Background: an optimization exercise with open tools, aiming at a short achievable clock period and few clock cycles. Do not read the settings as production practice.
The RTL was checked by simulation tests, not by an equivalence proof against the original design.
No activity file was given, so power comes from the tool's default toggle rates.

==> design/flow/design.v <==
package cpuPkg;
	localparam int wordWidth = 8;                   
	typedef logic [wordWidth-1:0] wordT;            
	localparam logic [3:0] opNop = 4'h0;
	localparam logic [3:0] opMov = 4'h1;            
	localparam logic [3:0] opAdd = 4'h2;
	localparam logic [3:0] opSub = 4'h3;
	localparam logic [3:0] opAnd = 4'h4;
	localparam logic [3:0] opOr  = 4'h5;
	localparam logic [3:0] opOut = 4'h6;            
	localparam logic [3:0] opIn  = 4'h7;            
	localparam logic [3:0] opLdm = 4'h8;            
	localparam logic [3:0] opLdd = 4'h9;            
	localparam logic [3:0] opStd = 4'ha;            
	localparam logic [6:0] fnAdd = 7'b0000001;
	localparam logic [6:0] fnSub = 7'b0000010;
	localparam logic [6:0] fnAnd = 7'b0000100;
	localparam logic [6:0] fnOr  = 7'b0001000;
	localparam logic [6:0] fnMov = 7'b0010000;      
	localparam logic [6:0] fnK   = 7'b0100000;      
	localparam logic [6:0] fnLd  = 7'b1000000;      
	typedef struct packed {
		logic       two;                            
		logic       mem;                            
		logic       out;
		logic       st;
		logic       isIn;
		logic [3:0] selA;                           
		logic [3:0] selB;                           
		logic [3:0] we;                             
		logic [3:0] rd;                             
		logic [6:0] fn;
	} decT;
endpackage
module fetchStage (
	input  logic         clk,
	input  logic         arstN,
	input  cpuPkg::wordT instr,                     
	input  cpuPkg::wordT nextByte,                  
	input  cpuPkg::wordT inPort,
	output cpuPkg::wordT pc,
	output logic [3:0]   m1SelAA, m1SelBA,          
	output logic [3:0]   m1SelAB, m1SelBB,
	output logic [3:0]   m1SelX, m1SelY,            
	output logic [3:0]   m1SelOut,                  
	output logic         m1OutV,                    
	output logic [27:0]  m1WrA, m1WrB,              
	output logic [3:0]   m1Hold,                    
	output cpuPkg::wordT m1KA, m1KB,                
	output logic         m1StV,
	output logic [3:0]   m1StSel,                   
	output logic [15:0]  m1Lo, m1Hi,                
	output logic         m1Hit                      
);
	cpuPkg::decT d0, d1, dL, dA, dB;
	decodeStage uDec0 (.ins(instr),    .d(d0));
	decodeStage uDec1 (.ins(nextByte), .d(d1));
	function automatic logic ok(input cpuPkg::decT a, input cpuPkg::decT b);
		ok = ~|(a.we & b.rd) && !(a.mem && b.mem) && !(a.out && b.out) &&
		     !(|a.fn[1:0] && |b.fn[1:0]);
	endfunction
	logic         lv;                               
	logic         vB, keep, keepIn0, step1, immIn0;
	cpuPkg::wordT immA;
	logic       vA, holdL, step0;
	assign vA = 1'b1;
	always_comb begin
		holdL = 1'b0;
		step0 = 1'b0;
		if (!lv) begin
			dA      = d0;
			dB      = d1;
			immA    = nextByte;
			vB      = vA && !d0.two && !d1.two && ok(d0, d1);
			keep    = !vA || (!d0.two && !vB);      
			keepIn0 = !vA;
			step1   = !vA;
		end else if (dL.two) begin
			dA      = dL;
			dB      = d1;
			immA    = instr;
			vB      = vA && !d1.two && ok(dL, d1);
			keep    = !vB;
			keepIn0 = 1'b0;
			step1   = 1'b0;
			holdL   = !vA;
			step0   = !vA;
		end else begin
			dA      = dL;
			dB      = d0;
			immA    = instr;
			vB      = vA && ok(dL, d0);
			keep    = !(vB && d0.two);
			keepIn0 = vA && !vB;
			step1   = vA && !vB;                    
			holdL   = !vA;
			step0   = !vA;
		end
	end
	assign immIn0 = lv && dL.two;
	cpuPkg::wordT pcPlus1, pcPlus2;
	assign pcPlus1 = pc + 8'd1;
	assign pcPlus2 = pc + 8'd2;
	logic       rVA, rVB;
	logic [3:0] rWeA, rWeB;
	logic [6:0] rFnA, rFnB;
	logic       rStA, rStB, rOutA, rOutB;
	always_ff @(posedge clk or negedge arstN) begin
		if (!arstN) begin
			pc     <= '0;
			lv     <= 1'b0;
			rVA    <= 1'b0;
			rVB    <= 1'b0;
		end else begin
			pc     <= step0 ? pc : (step1 ? pcPlus1 : pcPlus2);
			lv     <= keep;
			rVA    <= vA;
			rVB    <= vB;
		end
	end
	always_ff @(posedge clk) begin
		rWeA  <= dA.we;
		rWeB  <= dB.we;
		rFnA  <= dA.fn;
		rFnB  <= dB.fn;
		rStA  <= dA.st;
		rStB  <= dB.st;
		rOutB <= dB.out;
	end
	logic [15:0] nLo, nHi;
	assign nLo = immIn0 ? (16'b1 << instr[3:0]) : (16'b1 << nextByte[3:0]);
	assign nHi = immIn0 ? (16'b1 << instr[7:4]) : (16'b1 << nextByte[7:4]);
	always_comb begin
		for (int i = 0; i < 4; i++) begin
			m1WrA[7*i +: 7] = (rVA && rWeA[i] && !(rVB && rWeB[i])) ? rFnA : 7'b0;
			m1WrB[7*i +: 7] = (rVB && rWeB[i]) ? rFnB : 7'b0;
		end
		m1Hold = ~((rVA ? rWeA : 4'b0) | (rVB ? rWeB : 4'b0));
		m1StV  = (rVA && rStA) || (rVB && rStB);
		m1OutV = (rVA && rOutA) || (rVB && rOutB);
	end
	always_ff @(posedge clk) begin
		dL        <= holdL ? dL : (keepIn0 ? d0 : d1);
		m1SelAA   <= dA.selA;
		m1SelBA   <= dA.selB;
		m1SelAB   <= dB.selA;
		m1SelBB   <= dB.selB;
		m1SelX    <= |dA.fn[1:0] ? dA.selA : dB.selA;
		m1SelY    <= |dA.fn[1:0] ? dA.selB : dB.selB;
		m1SelOut  <= dA.out ? dA.selB : dB.selB;
		rOutA     <= dA.out;
		m1StSel   <= dA.st ? dA.selB : dB.selB;
		m1KA      <= dA.isIn ? inPort : immA;
		m1KB      <= dB.isIn ? inPort : nextByte;   
		m1Lo      <= nLo;
		m1Hi      <= nHi;
		m1Hit     <= m1StV && |(m1Lo & nLo) && |(m1Hi & nHi);
	end
endmodule
module regFile (
	input  logic         clk,
	input  logic         arstN,
	input  logic [31:0]  wdata,                     
	output logic [31:0]  regs                       
);
	always_ff @(posedge clk or negedge arstN) begin
		if (!arstN) regs <= '0;
		else        regs <= wdata;
	end
endmodule
module decodeStage (
	input  cpuPkg::wordT        ins,
	output cpuPkg::decT         d
);
	logic [3:0] op, sa, sb;
	assign op = ins[7:4];
	assign sa = 4'b1 << ins[3:2];
	assign sb = 4'b1 << ins[1:0];
	always_comb begin
		d      = '0;
		d.selA = sa;
		d.selB = sb;
		case (op)
			cpuPkg::opMov: begin d.fn = cpuPkg::fnMov; d.we = sa; d.rd = sb; end
			cpuPkg::opAdd: begin d.fn = cpuPkg::fnAdd; d.we = sa; d.rd = sa | sb; end
			cpuPkg::opSub: begin d.fn = cpuPkg::fnSub; d.we = sa; d.rd = sa | sb; end
			cpuPkg::opAnd: begin d.fn = cpuPkg::fnAnd; d.we = sa; d.rd = sa | sb; end
			cpuPkg::opOr:  begin d.fn = cpuPkg::fnOr;  d.we = sa; d.rd = sa | sb; end
			cpuPkg::opOut: begin d.out = 1'b1; d.rd = sb; end
			cpuPkg::opIn:  begin d.fn = cpuPkg::fnK; d.we = sb; d.isIn = 1'b1; end
			cpuPkg::opLdm: begin d.fn = cpuPkg::fnK; d.we = sb; d.two = 1'b1; end
			cpuPkg::opLdd: begin d.fn = cpuPkg::fnLd; d.we = sb; d.two = 1'b1; d.mem = 1'b1; end
			cpuPkg::opStd: begin d.st = 1'b1; d.rd = sb; d.two = 1'b1; d.mem = 1'b1; end
			default: ;
		endcase
	end
endmodule
module executeStage (
	input  logic         clk,
	input  logic         arstN,
	input  logic [31:0]  regs,                      
	input  logic [3:0]   m1SelAA, m1SelBA,          
	input  logic [3:0]   m1SelAB, m1SelBB,          
	input  logic [3:0]   m1SelX, m1SelY,            
	input  logic [3:0]   m1SelOut,                  
	input  logic         m1OutV,                    
	input  logic [27:0]  m1WrA, m1WrB,              
	input  logic [3:0]   m1Hold,                    
	input  cpuPkg::wordT m1KA, m1KB,                
	input  logic         m1StV,
	input  logic [3:0]   m1StSel,
	input  logic [15:0]  m1Lo, m1Hi,
	input  cpuPkg::wordT ldData,                    
	output logic         exStV,                     
	output logic [15:0]  exLo, exHi,
	output cpuPkg::wordT stData,
	output logic [31:0]  wdata,                     
	output cpuPkg::wordT outPort,
	output logic         outEn
);
	logic [3:0]   hold, stSel;
	cpuPkg::wordT kA, kB;
	always_ff @(posedge clk or negedge arstN) begin
		if (!arstN) begin
			hold  <= '1;
			exStV <= 1'b0;
		end else begin
			hold  <= m1Hold;
			exStV <= m1StV;
		end
	end
	always_ff @(posedge clk) begin
		kA     <= m1KA;
		kB     <= m1KB;
		stSel  <= m1StSel;
		exLo   <= m1Lo;
		exHi   <= m1Hi;
	end
	cpuPkg::wordT aA, bA, aB, bB;                   
	cpuPkg::wordT x, y;                             
	logic [3:0] colSum, colDiff, colLA, colLB, colLd;
	logic [5:2] fnA, fnB;                           
	logic [5:2] m1FnA, m1FnB;
	logic [3:0] m1ColSum, m1ColDiff, m1ColLA, m1ColLB, m1ColLd;
	always_comb begin
		m1FnA = '0;
		m1FnB = '0;
		for (int i = 0; i < 4; i++) begin
			m1ColSum[i]  = m1WrA[7*i + 0] | m1WrB[7*i + 0];
			m1ColDiff[i] = m1WrA[7*i + 1] | m1WrB[7*i + 1];
			m1ColLA[i]   = |m1WrA[7*i + 2 +: 4];
			m1ColLB[i]   = |m1WrB[7*i + 2 +: 4];
			m1ColLd[i]   = m1WrA[7*i + 6] | m1WrB[7*i + 6];
			m1FnA = m1FnA | m1WrA[7*i + 2 +: 4];
			m1FnB = m1FnB | m1WrB[7*i + 2 +: 4];
		end
	end
	always_ff @(posedge clk or negedge arstN) begin
		if (!arstN) begin
			colSum  <= '0;
			colDiff <= '0;
			colLA   <= '0;
			colLB   <= '0;
			colLd   <= '0;
		end else begin
			colSum  <= m1ColSum;
			colDiff <= m1ColDiff;
			colLA   <= m1ColLA;
			colLB   <= m1ColLB;
			colLd   <= m1ColLd;
		end
	end
	always_ff @(posedge clk) begin
		fnA <= m1FnA;
		fnB <= m1FnB;
	end
	cpuPkg::wordT sum, diff, lresA, lresB;
	assign sum   = x + y;                           
	assign diff  = x - y;                           
	assign lresA = ({8{fnA[2]}} & (aA & bA)) | ({8{fnA[3]}} & (aA | bA)) |
	               ({8{fnA[4]}} & bA) | ({8{fnA[5]}} & kA);
	assign lresB = ({8{fnB[2]}} & (aB & bB)) | ({8{fnB[3]}} & (aB | bB)) |
	               ({8{fnB[4]}} & bB) | ({8{fnB[5]}} & kB);
	function automatic logic [7:0] after(input logic [3:0] sel);
		logic [7:0] v;
		v = ({8{|(sel & colSum)}} & sum) | ({8{|(sel & colDiff)}} & diff) |
		    ({8{|(sel & colLA)}} & lresA) | ({8{|(sel & colLB)}} & lresB) |
		    ({8{|(sel & colLd)}} & ldData);
		for (int i = 0; i < 4; i++) v = v | ({8{sel[i] & hold[i]}} & regs[8*i +: 8]);
		after = v;
	endfunction
	always_comb begin
		stData = '0;
		for (int i = 0; i < 4; i++) begin
			stData = stData | ({8{stSel[i]}} & regs[8*i +: 8]);
		end
	end
	always_comb begin
		for (int i = 0; i < 4; i++) wdata[8*i +: 8] = after(4'b1 << i);
	end
	always_ff @(posedge clk) begin
		aA <= after(m1SelAA);
		bA <= after(m1SelBA);
		aB <= after(m1SelAB);
		bB <= after(m1SelBB);
		x  <= after(m1SelX);
		y  <= after(m1SelY);
	end
	always_ff @(posedge clk or negedge arstN) begin
		if (!arstN) begin
			outEn   <= 1'b0;
			outPort <= '0;
		end else begin
			outEn   <= m1OutV;
			outPort <= after(m1SelOut);
		end
	end
endmodule
module memoryStage (
	input  logic         clk,
	input  logic         we,                        
	input  logic [15:0]  wlo, whi,                  
	input  cpuPkg::wordT wdata,
	input  logic [15:0]  rlo, rhi,                  
	input  logic         hit,                       
	output cpuPkg::wordT rdata                      
);
	cpuPkg::wordT dataMem [256];
	always_ff @(posedge clk) begin
		for (int i = 0; i < 256; i++) begin
			if (we && whi[i / 16] && wlo[i % 16]) dataMem[i] <= wdata;
		end
	end
	cpuPkg::wordT qtr [8];
	cpuPkg::wordT fwdQ;                             
	always_ff @(posedge clk) begin
		for (int q = 0; q < 8; q++) begin
			cpuPkg::wordT g;
			g = '0;
			for (int i = 32*q; i < 32*q + 32; i++) begin
				g = g | ({8{rhi[i / 16] & rlo[i % 16]}} & dataMem[i]);
			end
			qtr[q] <= hit ? '0 : g;
		end
		fwdQ <= hit ? wdata : '0;
	end
	always_comb begin
		rdata = fwdQ;
		for (int q = 0; q < 8; q++) rdata = rdata | qtr[q];
	end
endmodule
module cpuTop #(
	parameter int dataMemDepth = 256                
) (
	input  logic         clk,
	input  logic         arstN,
	input  cpuPkg::wordT instr,                     
	input  cpuPkg::wordT nextByte,                  
	input  cpuPkg::wordT inPort,
	output cpuPkg::wordT pc,
	output cpuPkg::wordT outPort,
	output logic         outEn
);
	logic [3:0]   m1SelAA, m1SelBA, m1SelAB, m1SelBB, m1Hold, m1StSel;
	logic [3:0]   m1SelX, m1SelY, m1SelOut;
	logic         m1OutV, m1StV, exStV, m1Hit;
	logic [27:0]  m1WrA, m1WrB;
	cpuPkg::wordT m1KA, m1KB, stData, ldData;
	logic [15:0]  m1Lo, m1Hi, exLo, exHi;
	logic [31:0]  regs, wdata;
	fetchStage uFetch (
		.clk      (clk),
		.arstN    (arstN),
		.instr    (instr),
		.nextByte (nextByte),
		.inPort   (inPort),
		.pc       (pc),
		.m1SelAA  (m1SelAA),
		.m1SelBA  (m1SelBA),
		.m1SelAB  (m1SelAB),
		.m1SelBB  (m1SelBB),
		.m1SelX   (m1SelX),
		.m1SelY   (m1SelY),
		.m1SelOut (m1SelOut),
		.m1OutV   (m1OutV),
		.m1WrA    (m1WrA),
		.m1WrB    (m1WrB),
		.m1Hold   (m1Hold),
		.m1KA     (m1KA),
		.m1KB     (m1KB),
		.m1StV    (m1StV),
		.m1StSel  (m1StSel),
		.m1Lo     (m1Lo),
		.m1Hi     (m1Hi),
		.m1Hit    (m1Hit)
	);
	regFile uRegFile (
		.clk   (clk),
		.arstN (arstN),
		.wdata (wdata),
		.regs  (regs)
	);
	executeStage uExecute (
		.clk     (clk),
		.arstN   (arstN),
		.regs    (regs),
		.m1SelAA (m1SelAA),
		.m1SelBA (m1SelBA),
		.m1SelAB (m1SelAB),
		.m1SelBB (m1SelBB),
		.m1SelX  (m1SelX),
		.m1SelY  (m1SelY),
		.m1SelOut(m1SelOut),
		.m1OutV  (m1OutV),
		.m1WrA   (m1WrA),
		.m1WrB   (m1WrB),
		.m1Hold  (m1Hold),
		.m1KA    (m1KA),
		.m1KB    (m1KB),
		.m1StV   (m1StV),
		.m1StSel (m1StSel),
		.m1Lo    (m1Lo),
		.m1Hi    (m1Hi),
		.ldData  (ldData),
		.exStV   (exStV),
		.exLo    (exLo),
		.exHi    (exHi),
		.stData  (stData),
		.wdata   (wdata),
		.outPort (outPort),
		.outEn   (outEn)
	);
	memoryStage uMemory (
		.clk   (clk),
		.we    (exStV),
		.wlo   (exLo),
		.whi   (exHi),
		.wdata (stData),
		.rlo   (m1Lo),
		.rhi   (m1Hi),
		.hit   (m1Hit),
		.rdata (ldData)
	);
endmodule
==> design/flow/run.sh <==
#!/bin/bash
# synth_recipe.tcl (not shown) runs the flow's synth.tcl, then flattens the netlist and writes it again
# the make line also repeats each setting of config.mk as NAME=value (left out here)
make -C /OpenROAD-flow-scripts/flow DESIGN_CONFIG=/design/flow/config.mk WORK_HOME=/design/flow/orfs CLKGATE_MAP_FILE= SYNTH_SCRIPT=/design/flow/synth_recipe.tcl finish
==> design/flow/config.mk <==
export PLATFORM = sky130hd
export DESIGN_NAME = cpuTop
export DESIGN_NICKNAME = cpuTop
export VERILOG_FILES = /design/flow/design.v
export SDC_FILE = /design/flow/constraint.sdc
export NUM_CORES = 4
export LEC_CHECK = 0
export CAP_MARGIN = 20
export CORE_MARGIN = 2
export CORE_UTILIZATION = 28
export SETUP_SLACK_MARGIN = 2.3
export SLEW_MARGIN = 20
==> design/flow/constraint.sdc <==
create_clock -name core_clock -period 4.4 [get_ports {clk}]
set_input_delay 0.8800 -clock core_clock [delete_from_list [all_inputs] [get_ports {clk}]]
set_output_delay 0.8800 -clock core_clock [all_outputs]
set_load 0.01 [all_outputs]
==> impl_results.md, run 1 <==
* Status: timing/DRC/antenna clean
* Register area share after synthesis at 75.57%
* Worst Path Class, Setup: register to register
* Synth cell types at 74
* Hold Fails Final Rpt at 0
* Root buffer cell: clkbuf_16
* DR iter-0 viols at 11751
* Compound-Gate Fraction of Synth Area at 14.73%
* CTS tree: built
* Mean Syn Cell Area at 15.41 um^2
* Rows at 210
* Clock period minus worst slack at 2.409 ns
* VDD IR max at 561.6 uV
* FF-to-FF Start: uExecute.y[0]
* First-pass GRT wire length at 468400 um
* Die width at 577.8 um
* Final net count at 6287
* Post-Synth Adder-Cell Area at 0.2606%
* Total gr overflow at 0
* Die H at 577.8 um
* WP buf/inv at 1
* Relative slew slack at 13.99%
* Initial Util at 28.15%
* Min-delay worst type: primary input to asynchronous set/reset pin
* R2R cell count at 9
* GRT Overall Usage at 19.56%
* Post-DRT Antenna Nets at 0
* Leakage power at 37.40 nW
* Critical path startpoint category: register
* # hold bufs at CTS at 0
* Critical Path Max Stage Delay at 0.39 ns
* Max-Cap Viols at 0
* Post-route clock skew at 0.1492 ns
* Die Area at 0.3338 mm^2
* R2R setup slack at 1.99 ns
* Cells after Synth at 5981
* Fmax at 415.1 MHz
* TritonCTS buffer count at 235
* Initial antenna violation count at 33
* Worst R2R End: uExecute.outPort[6]
* CP required at 5.14 ns
* Crit path DAT at 3.15 ns
* DP HPWL at 184900 um
* Critical-path cell list: ha_2 > fa_2 > a21oi_2 > o21a_1 > o21bai_1 > a21oi_1 > xor2_1 > buf_4 > a221o_1
* Layout area overhead at 20.53%
* Final Util at 33.93%
* PD cells at 542.9 mW/mm^2
* First drt pass iteration count at 9
* Bufs on Longest Clock Path at 4
* Yosys warns at 7
* Nature of the critical path endpoint: register
* Mapped Nets at 6025
* EDFF count, synth at 2048
* Hold WS at 0.1077 ns
* Routed WL at 342600 um
* Ys async rst share at 3.161%
* GPL Wtd Cong at 0.8779
* Core area at 0.3274 mm^2
* Worst skew pair latency at 0.94 ns
* Synth Register Bits at 2436
* Fin. max-slew vios at 0
* Post-Synth Simple-Gate Area at 6.201%
* Clock slew at reported path FFs at 0.06 ns
* Layout cells sized above 1 at 19.06%
* Most frequently used flop master after synthesis: edfxtp_1
* CP max FO at 11
* Avg WL per Cell at 31.69 um
* Total power at 60.32 mW
* Vias at 63284
* Clock Sinks at 2436
* Largest family of logic cells by synthesized area: compound AO/OA/AOI/OAI gates
* Setup tns final at 0 ns
* Port Buffers at 42
* Netlist Area Pre-Place at 0.09217 mm^2
* Critical Path Slowest Stage Cell: a221o_1
* Mux cell area share after synthesis at 0.7561%
* Crit path depth at 9
* # IOs at 43
* Largest net degree at the start of global routing at 148
* Crit share post-route at 54.75%
* Tightest Pin Transition at 1.290 ns
* Setup violators final at 0
* Vias in the first global route at 58779
* RSZ-0062 raised after global routing: yes
* XOR/XNOR share of the synthesized area at 0.2090%
* Family with the most delay on the worst path: compound AO/OA/AOI/OAI gates
* Residual DRC count at 0
* Vias/cell at 5.852
* H-tree levels at 4
[cells by family (layout without fill, tap and decap cells)]
logic type | Yosys count | in the layout
simple gates | 1105 | 1115
other cells | 1 | 46
mux | 65 | 65
flops | 2436 | 2436
fa+ha+maj | 18 | 18
buf+inv | 546 | 977
compound gates | 1788 | 1788
xor+xnor | 22 | 23
[Yosys cell counts, types with 8 or more instances]
| cell type | n | area [um^2] |
|---|---|---|
| edfxtp_1 | 2048 | 61500 |
| a22oi_1 | 841 | 6314 |
| clkbuf_1 | 380 | 1426 |
| dfxtp_1 | 311 | 6226 |
| and3_1 | 277 | 1733 |
| nand2_1 | 270 | 1013 |
| a22o_1 | 218 | 1909 |
| nand3_1 | 211 | 1056 |
| a221oi_1 | 179 | 1568 |
| o21ai_0 | 166 | 830.8 |
| a21oi_1 | 118 | 590.6 |
| nand4_1 | 118 | 738.2 |
| a222oi_1 | 111 | 1111 |
| nor2_1 | 97 | 364.1 |
| buf_1 | 89 | 334.1 |
| dfrtp_1 | 73 | 1827 |
| inv_1 | 52 | 195.2 |
| and2_1 | 47 | 294.0 |
| mux2i_1 | 43 | 430.4 |
| a31oi_1 | 36 | 225.2 |
| a221o_1 | 35 | 350.3 |
| nor3_1 | 28 | 140.1 |
| nor2b_1 | 21 | 131.4 |
| buf_2 | 20 | 100.1 |
| o211ai_1 | 18 | 135.1 |
| mux2_2 | 17 | 191.4 |
| ha_1 | 16 | 200.2 |
| xnor2_1 | 14 | 122.6 |
| nand2b_1 | 13 | 81.33 |
| o21bai_1 | 12 | 90.09 |
| nor4_1 | 11 | 68.82 |
| o21a_1 | 9 | 67.56 |
| a211oi_1 | 8 | 60.06 |
| xor2_1 | 8 | 70.07 |
[metal layers]
layer / vias up / wire length [um] / global-route usage (%)
met2: 5322 / 150700 / 29.63
li1: 25007 / - / -
met4: 10 / 13690 / 7.194
met5: - / 61 / 0
met3: 855 / 49220 / 5.067
met1: 32090 / 128900 / 26.89
[power by group]
group	internal (mW)	switching, mW
Clock	10.8	8.78
Sequential	27.7	1.20
Combinational	3.45	8.37
[metrics by stage]
step	setup slack, ns	instance area [um^2]	std cells
6_report	1.991	111100	10814
5_1_grt	1.958	111000	10774
4_1_cts	2.005	109500	10706
3_5_place_dp	0.6289	98090	10056
3_3_place_gp	0.6915	98080	10055
2_1_floorplan	1.897	92230	5981
[layout by cell type (no fill, tap or decap), types with 56 or more instances in the layout]
master | synthesis | routed
a221oi_1 | 179 | 129
buf_12 | 0 | 98
and3_1 | 277 | 221
clkbuf_1 | 380 | 58
a22oi_1 | 841 | 807
nand2_1 | 270 | 259
o21ai_0 | 166 | 92
clkbuf_16 | 0 | 247
dfxtp_1 | 311 | 267
buf_4 | 2 | 272
nor2_1 | 97 | 91
nand4_1 | 118 | 118
a21oi_1 | 118 | 98
nand3_1 | 211 | 200
and3_2 | 0 | 56
a22o_1 | 218 | 217
edfxtp_1 | 2048 | 2048
a222oi_1 | 111 | 111
[state kept, by name (all words and copies together) (netlist names), 7 cells and up]
register,cells
uMemory.dataMem,2048
uMemory.qtr,64
uRegFile.regs,32
uFetch.dL,24
uExecute.exHi,16
uExecute.exLo,16
uFetch.m1Hi,16
uFetch.m1Lo,16
uExecute.aA,8
uExecute.aB,8
uExecute.bA,8
uExecute.bB,8
uExecute.kA,8
uExecute.kB,8
uExecute.outPort,8
uExecute.x,8
uExecute.y,8
uFetch.m1KA,8
uFetch.m1KB,8
uFetch.pc,8
uMemory.fwdQ,8
uFetch.rFnA,7
uFetch.rFnB,7
[worst max path at each step]
stage	start	end	slack, ns
3_3_place_gp	instr[5]	uFetch.dL[16]	0.69
6_report	uExecute.y[0]	uExecute.outPort[6]	1.99
3_5_place_dp	instr[5]	uFetch.dL[16]	0.63
4_1_cts	uExecute.outPort[0]	outPort[0]	2.00
5_1_grt	uExecute.y[0]	uExecute.outPort[6]	1.96
2_1_floorplan	instr[5]	uFetch.dL[19]	1.90
[repair_timing]
| action | 4_1_cts | 5_1_grt |
|---|---|---|
| buffers inserted | 211 | 53 |
| setup endpoints to repair | 3135 | 304 |
| gates cloned | 22 | 8 |
| resized for setup | 463 | 231 |
| pin swaps | 119 | 133 |
[worst reg2reg max path, delay by kind of cell (launching register included)]
kind	cells	cell delay, ns
AO/OA/AOI/OAI	5	1.02
XOR/XNOR	1	0.10
adder cells (fa/ha/maj)	2	0.58
buffers and inverters	1	0.21
flip-flops	1	0.37
[area by class of cell]
type,instances,area (um^2)
Sequential cell,2436,69800
Timing Repair Buffer,507,6012
Clock inverter,100,810.8
Tap cell,4346,5438
Clock buffer,317,6474
Fill cell,31131,216300
Inverter,53,201.4
Multi-Input combinational cell,3010,22250
Antenna cell,45,112.6
Testbench counts, summed over its fixed seeds: cycles 16,691.
==> run 2, diff against run 1 <==
--- a/design/flow/design.v
+++ b/design/flow/design.v
@@ -214,10 +214,10 @@
 	output logic         exStV,                     
 	output logic [15:0]  exLo, exHi,
-	output cpuPkg::wordT stData,
+	output cpuPkg::wordT stData,                    
 	output logic [31:0]  wdata,                     
 	output cpuPkg::wordT outPort,
 	output logic         outEn
 );
-	logic [3:0]   hold, stSel;
+	logic [3:0]   hold;
 	cpuPkg::wordT kA, kB;
 	always_ff @(posedge clk or negedge arstN) begin
@@ -233,5 +233,4 @@
 		kA     <= m1KA;
 		kB     <= m1KB;
-		stSel  <= m1StSel;
 		exLo   <= m1Lo;
 		exHi   <= m1Hi;
@@ -291,10 +290,4 @@
 	endfunction
 	always_comb begin
-		stData = '0;
-		for (int i = 0; i < 4; i++) begin
-			stData = stData | ({8{stSel[i]}} & regs[8*i +: 8]);
-		end
-	end
-	always_comb begin
 		for (int i = 0; i < 4; i++) wdata[8*i +: 8] = after(4'b1 << i);
 	end
@@ -306,4 +299,5 @@
 		x  <= after(m1SelX);
 		y  <= after(m1SelY);
+		stData <= after(m1StSel);
 	end
 	always_ff @(posedge clk or negedge arstN) begin
@@ -332,11 +326,11 @@
 		end
 	end
-	cpuPkg::wordT qtr [8];
+	cpuPkg::wordT qtr [4];
 	cpuPkg::wordT fwdQ;                             
 	always_ff @(posedge clk) begin
-		for (int q = 0; q < 8; q++) begin
+		for (int q = 0; q < 4; q++) begin
 			cpuPkg::wordT g;
 			g = '0;
-			for (int i = 32*q; i < 32*q + 32; i++) begin
+			for (int i = 64*q; i < 64*q + 64; i++) begin
 				g = g | ({8{rhi[i / 16] & rlo[i % 16]}} & dataMem[i]);
 			end
@@ -345,8 +339,5 @@
 		fwdQ <= hit ? wdata : '0;
 	end
-	always_comb begin
-		rdata = fwdQ;
-		for (int q = 0; q < 8; q++) rdata = rdata | qtr[q];
-	end
+	assign rdata = qtr[0] | qtr[1] | qtr[2] | qtr[3] | fwdQ;
 endmodule
 module cpuTop #(
--- a/design/flow/config.mk
+++ b/design/flow/config.mk
@@ -9,4 +9,4 @@
 export CORE_MARGIN = 2
 export CORE_UTILIZATION = 28
-export SETUP_SLACK_MARGIN = 2.3
+export SETUP_SLACK_MARGIN = 2.0
 export SLEW_MARGIN = 20
==> run 2 against run 1 <==
Effect of this change: setup slack got worse by 0.22 ns; wire length is 4.0% higher; global-route usage rose by 0.52 points; sequential share of layout area up 0.38 points; combinational power up 3%; register-to-register slack got worse by 0.22 ns; critical endpoint is now uMemory.qtr[3][1]; clock-buffer cell count shrank 6; critical path type unchanged; fmax fell by 8.5%; first-iteration DRC count increased by 5.4%.
==> impl_results.md, run 2 <==
* Status: timing/DRC/antenna clean (unchanged)
* Setup tns final at 0 ns (unchanged)
* Bufs on Longest Clock Path at 4 (unchanged)
* Initial Util at 28.12% (was 28.15%)
* Nature of the critical path endpoint: register (unchanged)
* Vias at 64274 (was 63284)
* Leakage power at 36.72 nW (was 37.40 nW)
* Residual DRC count at 0 (unchanged)
* Vias/cell at 5.945 (was 5.852)
* Setup violators final at 0 (unchanged)
* RSZ-0062 raised after global routing: yes (unchanged)
* Clock slew at reported path FFs at 0.07 ns (was 0.06 ns)
* Tightest Pin Transition at 1.148 ns (was 1.290 ns)
* GPL Wtd Cong at 0.9115 (was 0.8779)
* M3 GR Usage at 5.715% (was 5.067%)
* Largest register by flop count: uMemory.dataMem (unchanged)
* Post-route clock skew at 0.07044 ns (was 0.1492 ns)
* Setup ws final at 1.768 ns (was 1.991 ns)
* TritonCTS buffer count at 243 (was 235)
* Most frequent cells in the layout: edfxtp_1 (2048), a22oi_1 (778), nand2_1 (334) (was edfxtp_1 (2048), a22oi_1 (807), buf_4 (272))
* Worst skew pair latency at 0.93 ns (was 0.94 ns)
* Initial antenna violation count at 17 (was 33)
* Worst slack, placed at 0.6319 ns (was 0.6289 ns)
* Largest regs: uMemory.dataMem x2048, uMemory.qtr x32, uRegFile.regs x32 (was uMemory.dataMem x2048, uMemory.qtr x64, uRegFile.regs x32)
* First drt pass iteration count at 10 (was 9)
* DP HPWL at 202100 um (was 184900 um)
* Top cells by area, synth: edfxtp_1 (66%), a22oi_1 (6.4%), dfxtp_1 (6.1%), a22o_1 (2.7%), dfrtp_1 (2.0%) (was edfxtp_1 (67%), a22oi_1 (6.8%), dfxtp_1 (6.8%), a22o_1 (2.1%), dfrtp_1 (2.0%))
* Clock Sinks at 2408 (was 2436)
* Clock period minus worst slack at 2.632 ns (was 2.409 ns)
* Avg WL per Cell at 32.95 um (was 31.69 um)
* Layout cells sized above 1 at 14.94% (was 19.06%)
* Combinational share of power at 19.5% (was 19.6%)
* Register area share after synthesis at 74.39% (was 75.57%)
* Cell accounting for the most synthesized area: edfxtp_1 (unchanged)
* Mapped Nets at 6174 (was 6025)
* Crit share post-route at 59.82% (was 54.75%)
* GRT Overall Usage at 20.08% (was 19.56%)
* Fmax at 379.9 MHz (was 415.1 MHz)
* CP required at 5.14 ns (about the same)
* Most frequently used flop master after synthesis: edfxtp_1 (unchanged)
* Internal power at 43.22 mW (was 41.97 mW)
* Total gr overflow at 0 (unchanged)
* Met2 usage at 30.34% (was 29.63%)
* First-pass GRT wire length at 486900 um (was 468400 um)
* Layout area overhead at 17.97% (was 20.53%)
* Core area at 0.3303 mm^2 (was 0.3274 mm^2)
* Root buffer cell: clkbuf_16 (unchanged)
* Critical path startpoint category: register (unchanged)
* Rows at 211 (was 210)
* CP max FO at 1 (was 11)
* Routed WL at 356300 um (was 342600 um)
* Cells after Synth at 6130 (was 5981)
* Relative slew slack at 23.44% (was 13.99%)
* Ys async rst share at 3.198% (was 3.161%)
* Sw Share at 30.89% (was 30.43%)
* CTS tree: built (unchanged)
* Gr busiest metal: met2 (unchanged)
* Port Buffers at 42 (unchanged)
* Min-delay worst type: primary input to asynchronous set/reset pin (unchanged)
* Most frequent cell after synthesis: edfxtp_1 (unchanged)
* Leading cell types by count after synthesis: edfxtp_1 (2048), a22oi_1 (786), clkbuf_1 (415) (was edfxtp_1 (2048), a22oi_1 (841), clkbuf_1 (380))
* Largest net degree at the start of global routing at 161 (was 148)
* Die width at 580.0 um (was 577.8 um)
* Switching Power at 19.32 mW (was 18.35 mW)
* Max reg flops at 2048 (unchanged)
* Die H at 580.0 um (was 577.8 um)
* Netlist Area Pre-Place at 0.09289 mm^2 (was 0.09217 mm^2)
* PD cells at 570.7 mW/mm^2 (was 542.9 mW/mm^2)
* Mean Syn Cell Area at 15.15 um^2 (was 15.41 um^2)
* Synth Register Bits at 2408 (was 2436)
* Vias in the first global route at 59935 (was 58779)
* Yosys warns at 7 (unchanged)
* Met1 Use GR at 27.32% (was 26.89%)
* Sequential power share at 47.3% (was 47.9%)
* Filler cells at 31500 (was 31131)
* Post-DRT Antenna Nets at 0 (unchanged)
* Synth top area share at 66.21% (was 66.72%)
* Hold Fails Final Rpt at 0 (unchanged)
* Crit path DAT at 3.37 ns (was 3.15 ns)
* Final net count at 6275 (was 6287)
* VDD IR max at 639.1 uV (was 561.6 uV)
* DR iter-0 viols at 12386 (was 11751)
* H-tree levels at 4 (unchanged)
* Worst Path Class, Setup: register to register (unchanged)
* Most common cell after layout, fill and taps aside: edfxtp_1 (unchanged)
* # IOs at 43 (unchanged)
* Die Area at 0.3364 mm^2 (was 0.3338 mm^2)
* Synth cell types at 74 (unchanged)
* Max-Cap Viols at 0 (unchanged)
* EDFF count, synth at 2048 (unchanged)
* Fin. max-slew vios at 0 (unchanged)
* Clk pwr share at 33.2% (was 32.5%)
## run 2: cell types whose count changed in the layout (fill, tap and decap cells not counted), moves of 31 or more
cell and change:
and3_1 +42, buf_4 -34, o21ai_2 -34, a221o_1 +86
nand2_1 +75, a22o_1 +68, diode_2 -32, a221oi_1 +45
dfxtp_1 -37, and3_2 -50, buf_6 -38, nor2_1 +31
o21ai_1 -33
## run 2: what timing repair did
action | CTS | global route
cloned | 8 | 6
setup buffers | 94 | 36
hold endpoints to repair | 0 | 0
hold buffers | 0 | 0
pin swaps | 36 | 77
setup endpoints to repair | 215 | 167
gates resized for setup | 176 | 141
## run 2: power groups by stage
stage	clock network, mW	logic (mW)	registers (mW)
finish	20.8	12.2	29.6
global route	21.7	12.6	29.6
CTS	20.8	11.1	29.5
detailed placement	0	10.1	30.1
global placement	0	9.90	30.0
floorplan	0	4.55	30.0
## run 2: stage by stage
step                      total power, mW  cells  area, um^2  hold WS (ns)  utilization, %
after floorplan                     34.59   6130       92940        0.3096               -
after global placement              39.95  10204       98920        0.3351           29.95
after detailed placement            40.15  10208       98960        0.3132           29.96
after CTS                           61.44  10756      108500       0.04562           32.86
after global routing                63.90  10799      109500       0.07915           33.17
final                               62.54  10811      109600       0.07842           33.18
## run 2: worst max-delay path, stage by stage, from the launching register on
cell and delay, ns:
edfxtp_1 0.36, a222oi_1 0.76, inv_1 0.21, a222oi_1 0.54, nand3_1 0.19, a221oi_4 0.32
a21oi_1 0.11
## run 2: area by class of cell
type	count	area, um^2	area share (%)
Timing Repair Buffer	393	4387	4.003
Clock buffer	311	6487	5.921
Inverter	70	277.8	0.2535
Antenna cell	13	32.53	0.02969
Tap cell	4366	5463	4.985
Clock inverter	135	1334	1.217
Multi-Input combinational cell	3115	22330	20.38
Sequential cell	2408	69260	63.21
## run 2: kinds of logic (layout without fill, tap and decap cells)
logic type                 after synthesis  after routing  synth area share (%)
DFF                                   2408           2408                 74.39
AOI/OAI and AO/OA                     1856           1856                 15.68
and+or+nand+nor                       1164           1164                 6.292
buffers and inverters                  608            909                 2.511
muxes                                   55             55                0.6735
xor gates and xnor gates                20             21                0.1886
adders and majority gates               18             18                0.2586
other                                    1             14              0.004037
## run 2: metal layers
layer | vias to the layer above | wire length [um]
met5 | - | 72
met3 | 812 | 49630
met1 | 32986 | 135300
met2 | 5185 | 156800
li1 | 25281 | -
met4 | 10 | 14520
## run 2: final timing paths
path | endpoint | slack (ns) | cells after the start | start
worst max-delay path | uMemory.qtr[3][1] | 1.77 | 6 | uMemory.dataMem[220][1]
worst min-delay path | uFetch.pc[6] | 0.08 | 1 | arstN
worst max register to register | uMemory.qtr[3][1] | 1.77 | 6 | uMemory.dataMem[220][1]
worst min register to register | uExecute.kA[1] | 0.33 | 0 | uFetch.m1KA[1]
max in group asynchronous | uRegFile.regs[10] | 3.32 | 2 | arstN
min in group core_clock | uExecute.kA[1] | 0.33 | 0 | uFetch.m1KA[1]
Testbench counts of run 2, summed over its fixed seeds: cycles 16,691.
==> run 3, diff against run 2 <==
--- a/design/flow/design.v
+++ b/design/flow/design.v
@@ -326,11 +326,11 @@
 		end
 	end
-	cpuPkg::wordT qtr [4];
+	cpuPkg::wordT qtr [16];
 	cpuPkg::wordT fwdQ;                             
 	always_ff @(posedge clk) begin
-		for (int q = 0; q < 4; q++) begin
+		for (int q = 0; q < 16; q++) begin
 			cpuPkg::wordT g;
 			g = '0;
-			for (int i = 64*q; i < 64*q + 64; i++) begin
+			for (int i = 16*q; i < 16*q + 16; i++) begin
 				g = g | ({8{rhi[i / 16] & rlo[i % 16]}} & dataMem[i]);
 			end
@@ -339,5 +339,8 @@
 		fwdQ <= hit ? wdata : '0;
 	end
-	assign rdata = qtr[0] | qtr[1] | qtr[2] | qtr[3] | fwdQ;
+	always_comb begin
+		rdata = fwdQ;
+		for (int q = 0; q < 16; q++) rdata = rdata | qtr[q];
+	end
 endmodule
 module cpuTop #(
--- a/design/flow/config.mk
+++ b/design/flow/config.mk
@@ -9,4 +9,4 @@
 export CORE_MARGIN = 2
 export CORE_UTILIZATION = 28
-export SETUP_SLACK_MARGIN = 2.0
+export SETUP_SLACK_MARGIN = 2.3
 export SLEW_MARGIN = 20
==> run 3 against run 2 <==
Effect of this change: via count decreased by 4.5%; global-route usage shrank 1.9 points; utilization rose by 0.39 points; critical path type unchanged; largest cell class unchanged; highest routed layer unchanged.
==> impl_results.md, run 3 <==
* Most frequent cells in the layout: edfxtp_1 (2048), a22oi_1 (470), a221oi_1 (429) (was edfxtp_1 (2048), a22oi_1 (778), nand2_1 (334))
* Avg WL per Cell at 30.40 um (was 32.95 um)
* CP required at 5.13 ns (was 5.14 ns)
* Synth top area share at 65.71% (was 66.21%)
* Area after DPL at 0.09987 mm^2 (was 0.09896 mm^2)
* Nature of the critical path endpoint: register (unchanged)
* Routed WL at 322900 um (was 356300 um)
* First drt pass iteration count at 7 (was 10)
* Post-route clock skew at 0.1185 ns (was 0.07044 ns)
* Mapped Nets at 5929 (was 6174)
* VDD IR max at 559.8 uV (was 639.1 uV)
* Core area at 0.3332 mm^2 (was 0.3303 mm^2)
* Largest register by flop count: uMemory.dataMem (unchanged)
* CTS tree: built (unchanged)
* Area of the multi-input gates at 0.02270 mm^2 (was 0.02233 mm^2)
* Initial Util at 28.09% (was 28.12%)
* RSZ-0062 raised after global routing: yes (unchanged)
* Sequential cell area at 0.07119 mm^2 (was 0.06926 mm^2)
* Worst Path Class, Setup: register to register (unchanged)
* Initial antenna violation count at 25 (was 17)
* Worst slack, placed at 0.8287 ns (was 0.6319 ns)
* Most frequently used flop master after synthesis: edfxtp_1 (unchanged)
* Clock slew at reported path FFs at 0.07 ns (about the same)
* Final Cell Area at 0.1118 mm^2 (was 0.1096 mm^2)
* Vias in the first global route at 58232 (was 59935)
* Register area share after synthesis at 75.88% (was 74.39%)
* Critical path startpoint category: register (unchanged)
* Yosys warns at 7 (unchanged)
* Die Area at 0.3389 mm^2 (was 0.3364 mm^2)
* First-pass GRT wire length at 451000 um (was 486900 um)
* Min-delay worst type: primary input to asynchronous set/reset pin (unchanged)
* Relative slew slack at 25.86% (was 23.44%)
* Largest net degree at the start of global routing at 150 (was 161)
* Cell accounting for the most synthesized area: edfxtp_1 (unchanged)
* Total gr overflow at 0 (unchanged)
* Worst skew pair latency at 0.93 ns (about the same)
* Residual DRC count at 0 (unchanged)
* DP HPWL at 179500 um (was 202100 um)
* Post-Synth Adder-Cell Area at 0.2567% (was 0.2586%)
* Post-DRT Antenna Nets at 0 (unchanged)
* Final net count at 6057 (was 6275)
* Fin. max-slew vios at 0 (unchanged)
* Compound-Gate Fraction of Synth Area at 15.68% (about the same)
* Setup ws final at 1.694 ns (was 1.768 ns)
* Largest regs: uMemory.dataMem x2048, uMemory.qtr x128, uRegFile.regs x32 (was uMemory.dataMem x2048, uMemory.qtr x32, uRegFile.regs x32)
* Filler cells at 31598 (was 31500)
* Die width at 582.1 um (was 580.0 um)
* Layout area overhead at 19.50% (was 17.97%)
* Rows at 212 (was 211)
* Leading cell types by count after synthesis: edfxtp_1 (2048), a22oi_1 (470), a221oi_1 (462) (was edfxtp_1 (2048), a22oi_1 (786), clkbuf_1 (415))
* Ys async rst share at 3.075% (was 3.198%)
* Crit share post-route at 61.49% (was 59.82%)
* Mean Syn Cell Area at 15.90 um^2 (was 15.15 um^2)
* Most common cell after layout, fill and taps aside: edfxtp_1 (unchanged)
* Leakage power at 36.71 nW (was 36.72 nW)
* # IOs at 43 (unchanged)
* H-tree levels at 4 (unchanged)
* Port Buffers at 42 (unchanged)
* Synth Register Bits at 2504 (was 2408)
* Vias/cell at 5.778 (was 5.945)
* TritonCTS buffer count at 239 (was 243)
* Tightest Pin Transition at 1.112 ns (was 1.148 ns)
* PD cells at 565.2 mW/mm^2 (was 570.7 mW/mm^2)
* Vias at 61375 (was 64274)
* Die H at 582.1 um (was 580.0 um)
* Status: timing/DRC/antenna clean (unchanged)
* Root buffer cell: clkbuf_16 (unchanged)
* Max-Cap Viols at 0 (unchanged)
* GRT Overall Usage at 18.16% (was 20.08%)
* EDFF count, synth at 2048 (unchanged)
* Mux cell area share after synthesis at 0.6898% (was 0.6735%)
* GPL Wtd Cong at 0.9174 (was 0.9115)
* DR iter-0 viols at 10039 (was 12386)
* Largest family of logic cells by synthesized area: compound AO/OA/AOI/OAI gates (unchanged)
* Cells after Synth at 5885 (was 6130)
* Most frequent cell after synthesis: edfxtp_1 (unchanged)
* Synth cell types at 66 (was 74)
* Hold Fails Final Rpt at 0 (unchanged)
* Crit path DAT at 3.43 ns (was 3.37 ns)
* Clock period minus worst slack at 2.706 ns (was 2.632 ns)
* Setup violators final at 0 (unchanged)
* XOR/XNOR share of the synthesized area at 0.2059% (was 0.1886%)
* Bufs on Longest Clock Path at 4 (unchanged)
* Netlist Area Pre-Place at 0.09359 mm^2 (was 0.09289 mm^2)
* Setup tns final at 0 ns (unchanged)
* CP max FO at 13 (was 1)
* Clock Sinks at 2504 (was 2408)
* Max reg flops at 2048 (unchanged)
* Top cells by area, synth: edfxtp_1 (66%), dfxtp_1 (8.1%), a221oi_1 (4.3%), a22o_1 (3.9%), a22oi_1 (3.8%) (was edfxtp_1 (66%), a22oi_1 (6.4%), dfxtp_1 (6.1%), a22o_1 (2.7%), dfrtp_1 (2.0%))
* Fmax at 369.6 MHz (was 379.9 MHz)
* Layout cells sized above 1 at 18.89% (was 14.94%)
* # hold bufs at CTS at 0 (unchanged)
* Post-Synth Simple-Gate Area at 5.057% (was 6.292%)
## run 3: cell types whose count changed in the layout (fill, tap and decap cells not counted), moves of 52 or more
cell / before / now
buf_4: 238 / 184
nand2_1: 334 / 114
and3_2: 6 / 100
nand4_1: 104 / 12
a31oi_1: 24 / 129
a221o_1: 121 / 69
a221oi_1: 174 / 429
a22o_1: 285 / 414
a22oi_1: 778 / 470
dfxtp_1: 230 / 324
nand3_1: 197 / 31
a21oi_1: 103 / 47
a222oi_1: 98 / 0
## run 3: logic make-up after synthesis
group | after synthesis
other cells | 1
mux | 60
fa+ha+maj | 18
xor+xnor | 22
flops | 2504
buf+inv | 550
compound gates | 1860
simple gates | 870
## run 3: timing repair
item | CTS | global route
setup endpoints to repair | 2039 | 563
gates resized for setup | 542 | 199
buffers inserted | 103 | 35
pin swaps | 107 | 49
gates cloned | 14 | 0
## run 3: cell type report
type / instances / area share [%]
Sequential cell: 2504 / 63.65
Timing Repair Buffer: 375 / 3.951
Clock buffer: 311 / 5.826
Multi-Input combinational cell: 2832 / 20.30
Antenna cell: 27 / 0.06041
Inverter: 61 / 0.2114
Tap cell: 4387 / 4.908
Clock inverter: 125 / 1.086
## run 3: metal layers
metal,global-route usage [%],share of wire (%)
met1,25.25,40
met2,28.04,45
met3,4.555,12
met4,5.034,3.2
met5,0,0.0062
## run 3: final timing paths
path | cells after the start | slack, ns | startpoint | endpoint
setup / recovery | 6 | 1.69 | uMemory.qtr[11][7] | uExecute.stData[7]
hold reg to reg | 0 | 0.33 | uFetch.m1KA[0] | uExecute.kA[0]
min in group core_clock | 0 | 0.33 | uFetch.m1KA[0] | uExecute.kA[0]
hold / removal | 1 | 0.15 | arstN | uRegFile.regs[17]
max in group asynchronous | 2 | 3.34 | arstN | uFetch.pc[3]
setup reg to reg | 6 | 1.69 | uMemory.qtr[11][7] | uExecute.stData[7]
## run 3: critical path: stages, from the launching register on
cell and delay (ns):
dfxtp_1 0.33, nor4_4 0.68, nand4_1 0.44, nor4_2 0.31
buf_6 0.27, o2111ai_1 0.14, a221o_1 0.31
## run 3: power by group
part	total [mW]	internal, mW	switching [mW]
sequential	30.2	28.4	1.82
combinational	12.4	4.20	8.23
clock	20.6	11.6	8.96
## run 3: stage by stage
step / cells / hold WS (ns) / power (mW) / utilization, %
after floorplan: 5885 / 0.3096 / 34.70 / -
after global placement: 10004 / 0.3283 / 39.36 / 29.97
after detailed placement: 10006 / 0.3188 / 39.50 / 29.98
after CTS: 10559 / 0.1267 / 62.05 / 33.21
after global routing: 10600 / 0.1700 / 64.61 / 33.55
final: 10622 / 0.1514 / 63.21 / 33.57
Testbench counts of run 3, summed over its fixed seeds: cycles 16,691.
==> run 4, diff against run 3 <==
--- a/design/flow/design.v
+++ b/design/flow/design.v
@@ -50,6 +50,5 @@
 	output logic         m1StV,
 	output logic [3:0]   m1StSel,                   
-	output logic [15:0]  m1Lo, m1Hi,                
-	output logic         m1Hit                      
+	output logic [15:0]  m1Lo, m1Hi                 
 );
 	cpuPkg::decT d0, d1, dL, dA, dB;
@@ -128,7 +127,4 @@
 		rOutB <= dB.out;
 	end
-	logic [15:0] nLo, nHi;
-	assign nLo = immIn0 ? (16'b1 << instr[3:0]) : (16'b1 << nextByte[3:0]);
-	assign nHi = immIn0 ? (16'b1 << instr[7:4]) : (16'b1 << nextByte[7:4]);
 	always_comb begin
 		for (int i = 0; i < 4; i++) begin
@@ -153,7 +149,6 @@
 		m1KA      <= dA.isIn ? inPort : immA;
 		m1KB      <= dB.isIn ? inPort : nextByte;   
-		m1Lo      <= nLo;
-		m1Hi      <= nHi;
-		m1Hit     <= m1StV && |(m1Lo & nLo) && |(m1Hi & nHi);
+		m1Lo      <= immIn0 ? (16'b1 << instr[3:0]) : (16'b1 << nextByte[3:0]);
+		m1Hi      <= immIn0 ? (16'b1 << instr[7:4]) : (16'b1 << nextByte[7:4]);
 	end
 endmodule
@@ -317,5 +312,4 @@
 	input  cpuPkg::wordT wdata,
 	input  logic [15:0]  rlo, rhi,                  
-	input  logic         hit,                       
 	output cpuPkg::wordT rdata                      
 );
@@ -326,11 +320,13 @@
 		end
 	end
-	cpuPkg::wordT qtr [16];
+	cpuPkg::wordT qtr [4];
 	cpuPkg::wordT fwdQ;                             
+	logic         hit;
+	assign hit = we && |(wlo & rlo) && |(whi & rhi);
 	always_ff @(posedge clk) begin
-		for (int q = 0; q < 16; q++) begin
+		for (int q = 0; q < 4; q++) begin
 			cpuPkg::wordT g;
 			g = '0;
-			for (int i = 16*q; i < 16*q + 16; i++) begin
+			for (int i = 64*q; i < 64*q + 64; i++) begin
 				g = g | ({8{rhi[i / 16] & rlo[i % 16]}} & dataMem[i]);
 			end
@@ -339,8 +335,5 @@
 		fwdQ <= hit ? wdata : '0;
 	end
-	always_comb begin
-		rdata = fwdQ;
-		for (int q = 0; q < 16; q++) rdata = rdata | qtr[q];
-	end
+	assign rdata = qtr[0] | qtr[1] | qtr[2] | qtr[3] | fwdQ;
 endmodule
 module cpuTop #(
@@ -358,5 +351,5 @@
 	logic [3:0]   m1SelAA, m1SelBA, m1SelAB, m1SelBB, m1Hold, m1StSel;
 	logic [3:0]   m1SelX, m1SelY, m1SelOut;
-	logic         m1OutV, m1StV, exStV, m1Hit;
+	logic         m1OutV, m1StV, exStV;
 	logic [27:0]  m1WrA, m1WrB;
 	cpuPkg::wordT m1KA, m1KB, stData, ldData;
@@ -386,6 +379,5 @@
 		.m1StSel  (m1StSel),
 		.m1Lo     (m1Lo),
-		.m1Hi     (m1Hi),
-		.m1Hit    (m1Hit)
+		.m1Hi     (m1Hi)
 	);
 	regFile uRegFile (
@@ -433,5 +425,4 @@
 		.rlo   (m1Lo),
 		.rhi   (m1Hi),
-		.hit   (m1Hit),
 		.rdata (ldData)
 	);
--- a/design/flow/config.mk
+++ b/design/flow/config.mk
@@ -9,4 +9,4 @@
 export CORE_MARGIN = 2
 export CORE_UTILIZATION = 28
-export SETUP_SLACK_MARGIN = 2.3
+export SETUP_SLACK_MARGIN = 2.0
 export SLEW_MARGIN = 20
==> run 4 against run 3 <==
Effect of this change: still clean; critical path depth is the same; register-to-register slack lost 0.02 ns; final area is 1.6% lower; clock power about the same; critical endpoint is now uMemory.qtr[2][5].
==> impl_results.md, run 4 <==
* Residual DRC count at 0 (unchanged)
* Mapped Nets at 6187 (was 5929)
* Largest net degree at the start of global routing at 230 (was 150)
* Max-Cap Viols at 0 (unchanged)
* Bufs on Longest Clock Path at 4 (unchanged)
* Post-DRT Antenna Nets at 0 (unchanged)
* Initial Util at 28.12% (was 28.09%)
* Clock slew at reported path FFs at 0.06 ns (was 0.07 ns)
* GRT Overall Usage at 20.28% (was 18.16%)
* Largest regs: uMemory.dataMem x2048, uMemory.qtr x32, uRegFile.regs x32 (was uMemory.dataMem x2048, uMemory.qtr x128, uRegFile.regs x32)
* Synth Register Bits at 2407 (was 2504)
* Total gr overflow at 0 (unchanged)
* Status: timing/DRC/antenna clean (unchanged)
* Die Area at 0.3364 mm^2 (was 0.3389 mm^2)
* Top cells by area, synth: edfxtp_1 (66%), a22oi_1 (6.9%), dfxtp_1 (6.1%), a22o_1 (2.5%), dfrtp_1 (2.0%) (was edfxtp_1 (66%), dfxtp_1 (8.1%), a221oi_1 (4.3%), a22o_1 (3.9%), a22oi_1 (3.8%))
* CP required at 5.07 ns (was 5.13 ns)
* Crit path DAT at 3.39 ns (was 3.43 ns)
* Core area at 0.3303 mm^2 (was 0.3332 mm^2)
* Vias/cell at 5.956 (was 5.778)
* Met1 Use GR at 27.45% (was 25.25%)
* Most frequent cell after synthesis: edfxtp_1 (unchanged)
* R2R cell count at 6 (unchanged)
* Worst Path Class, Setup: register to register (unchanged)
* Critical path startpoint category: register (unchanged)
* Hold path endpoint: uExecute.kA[2]
* CP max FO at 23 (was 13)
* Mean Syn Cell Area at 15.12 um^2 (was 15.90 um^2)
* Fmax at 367.2 MHz (was 369.6 MHz)
* Yosys warns at 7 (unchanged)
* Initial antenna violation count at 21 (was 25)
* Die H at 580.0 um (was 582.1 um)
* Ys async rst share at 3.199% (was 3.075%)
* Final net count at 6310 (was 6057)
* Worst skew pair latency at 0.94 ns (was 0.93 ns)
* Vias at 64574 (was 61375)
* Gr busiest metal: met2 (unchanged)
* GPL Wtd Cong at 0.9066 (was 0.9174)
* Hold Crit Start: uFetch.m1KA[2]
* Clock period minus worst slack at 2.723 ns (was 2.706 ns)
* Tightest Pin Transition at 1.200 ns (was 1.112 ns)
* Netlist Area Pre-Place at 0.09289 mm^2 (was 0.09359 mm^2)
* Leading cell types by count after synthesis: edfxtp_1 (2048), a22oi_1 (851), clkbuf_1 (402) (was edfxtp_1 (2048), a22oi_1 (470), a221oi_1 (462))
* FF-to-FF Start: uFetch.m1Lo[7] (was uMemory.qtr[11][7])
* Most common cell after layout, fill and taps aside: edfxtp_1 (unchanged)
* Die width at 580.0 um (was 582.1 um)
* Post-route clock skew at 0.08102 ns (was 0.1185 ns)
* Cell accounting for the most synthesized area: edfxtp_1 (unchanged)
* Setup ws final at 1.677 ns (was 1.694 ns)
* Synth cell types at 70 (was 66)
* Rows at 211 (was 212)
* Leakage power at 36.79 nW (was 36.71 nW)
* Worst slack, placed at 0.7805 ns (was 0.8287 ns)
* Relative slew slack at 19.61% (was 25.86%)
* Clock Sinks at 2407 (was 2504)
* Setup violators final at 0 (unchanged)
* EDFF count, synth at 2048 (unchanged)
* R2R setup slack at 1.68 ns (was 1.69 ns)
* Layout area overhead at 18.46% (was 19.50%)
* Met2 usage at 30.39% (was 28.04%)
* # IOs at 43 (unchanged)
* H-tree levels at 4 (unchanged)
* Min-delay worst type: register to register (was primary input to asynchronous set/reset pin)
* Largest register by flop count: uMemory.dataMem (unchanged)
* Register area share after synthesis at 74.37% (was 75.88%)
* Layout cells sized above 1 at 15.30% (was 18.89%)
* Cells after Synth at 6143 (was 5885)
* RSZ-0062 raised after global routing: yes (unchanged)
* Avg WL per Cell at 33.32 um (was 30.40 um)
* TritonCTS buffer count at 238 (was 239)
* Nature of the critical path endpoint: register (unchanged)
* DR iter-0 viols at 12112 (was 10039)
* DP HPWL at 196700 um (was 179500 um)
* M3 GR Usage at 5.692% (was 4.555%)
* Most frequently used flop master after synthesis: edfxtp_1 (unchanged)
* Port Buffers at 42 (unchanged)
* Hold Path Cell Cnt at 0
* Vias in the first global route at 59769 (was 58232)
* Root buffer cell: clkbuf_16 (unchanged)
* PD cells at 556.2 mW/mm^2 (was 565.2 mW/mm^2)
* Setup tns final at 0 ns (unchanged)
* CTS tree: built (unchanged)
* Hold Fails Final Rpt at 0 (unchanged)
* First-pass GRT wire length at 489500 um (was 451000 um)
* Synth top area share at 66.21% (was 65.71%)
* First drt pass iteration count at 9 (was 7)
* Fin. max-slew vios at 0 (unchanged)
* Most frequent cells in the layout: edfxtp_1 (2048), a22oi_1 (834), nand2_1 (334) (was edfxtp_1 (2048), a22oi_1 (470), a221oi_1 (429))
* Routed WL at 361200 um (was 322900 um)
* Max reg flops at 2048 (unchanged)
* VDD IR max at 531.6 uV (was 559.8 uV)
* Worst R2R End: uMemory.qtr[2][5] (was uExecute.stData[7])
* Crit share post-route at 61.89% (was 61.49%)
-- run 4: routing by layer --
metal / vias to the layer above / share of wire [%]
met5: - / 0.015
met4: 10 / 4.6
met1: 33011 / 38
li1: 25363 / -
met2: 5283 / 44
met3: 907 / 14
-- run 4: worst max path at each step --
| stage | depth (start not counted) | startpoint | end | slack (ns) |
|---|---|---|---|---|
| 2_1_floorplan | 8 | instr[0] | uFetch.pc[6] | 2.00 |
| 3_3_place_gp | 6 | uFetch.m1Lo[13] | uMemory.qtr[0][7] | 0.66 |
| 3_5_place_dp | 8 | instr[6] | uFetch.dL[15] | 0.78 |
| 4_1_cts | 5 | uFetch.m1Lo[2] | uMemory.qtr[2][5] | 1.89 |
| 5_1_grt | 8 | uFetch.m1Lo[4] | uMemory.qtr[2][7] | 1.75 |
| 6_report | 6 | uFetch.m1Lo[7] | uMemory.qtr[2][5] | 1.68 |
-- run 4: worst max-delay path: stages (launching register included) --
cell and delay, ns:
dfxtp_4 0.43, buf_4 0.18, buf_6 0.19, a22oi_1 0.26
nand3_2 0.15, a222oi_1 0.89, a31oi_4 0.33
-- run 4: power by group --
part	leakage, nW	switching (mW)	internal (mW)	total (mW)
Clock	3.75	8.83	11.5	20.3
Combinational	10.9	8.29	3.27	11.6
Sequential	22.1	1.58	27.8	29.4
-- run 4: cell families (layout without fill, tap and decap cells) --
kind of cell,Yosys count,count (layout),synth area share (%)
flops,2407,2407,74.37
compound gates,1871,1871,15.73
simple gates,1157,1157,6.311
buf+inv,618,931,2.544
mux,51,51,0.5940
xor+xnor,20,20,0.1886
fa+ha+maj,18,18,0.2586
other cells,1,20,0.004037
-- run 4: cell type report --
cell class                      count  area (um^2)
Sequential cell                  2407        69220
Timing Repair Buffer              422         4999
Fill cell                       31447       220200
Antenna cell                       19        47.55
Clock inverter                    129         1184
Multi-Input combinational cell   3118        22390
Clock buffer                      301         6419
Inverter                           79        315.3
Tap cell                         4366         5463
-- run 4: what timing repair did --
action / in CTS / in global routing
setup endpoints to repair: 214 / 452
cloned: 16 / 10
hold endpoints to repair: 1 / 0
hold buffers: 1 / 0
gates resized for setup: 255 / 150
pin swaps: 52 / 71
setup buffers: 120 / 41
-- run 4: metrics by stage --
step	hold WS, ns	area, um^2	instances	total power [mW]	utilization (%)
4_1_cts	0.3328	108900	10770	60.17	32.96
6_report	0.3310	110000	10841	61.20	33.32
5_1_grt	0.3361	110000	10827	62.40	33.31
2_1_floorplan	0.3096	92950	6143	34.19	-
3_5_place_dp	0.3231	98670	10203	39.48	29.88
3_3_place_gp	0.3232	98660	10202	39.32	29.87
Testbench counts of run 4, summed over its fixed seeds: cycles 16,691.

==> port drivers added, routing unchanged <==
The results above use ideal ports. As a check the final layouts listed here were re-extracted and re-timed, cells and wires unchanged.
Step 1 (the two cells are an assumption about what drives the block):
set clk [get_ports {clk}]
set_driving_cell -lib_cell sky130_fd_sc_hd__clkbuf_16 $clk
set_driving_cell -lib_cell sky130_fd_sc_hd__buf_2 [delete_from_list [all_inputs] $clk]
Step 2 moves the port delays by t, midway between the first and last clock arrival at a register: inputs arrive t later, outputs are due t later. That takes back most of the time a late clock gives input paths.
Slacks: no drivers / after step 1 / after step 2; pairs: no drivers / after step 1.
run | t, ns | setup WS [ns] | latest minus earliest clock arrival (ns) | worst register clock-pin slew, ns | worst slew at a driven data input, ns
run 1 | 0.974 | 1.991 / 1.914 / 1.361 | 0.159 / 0.159 | 0.07 / 0.07 | 0.05
run 2 | 0.988 | 1.768 / 1.768 / 1.094 | 0.075 / 0.075 | 0.07 / 0.07 | 0.04
run 3 | 0.950 | 1.694 / 1.694 / 1.137 | 0.126 / 0.127 | 0.07 / 0.07 | 0.04
run 4 | 0.988 | 1.677 / 1.677 / 1.171 | 0.098 / 0.098 | 0.07 / 0.07 | 0.04
After both steps setup and hold are still met in every run listed. For run 2, which loses most, drivers alone change the setup slack by 0.000 ns; drivers and shift together by -0.674 ns.
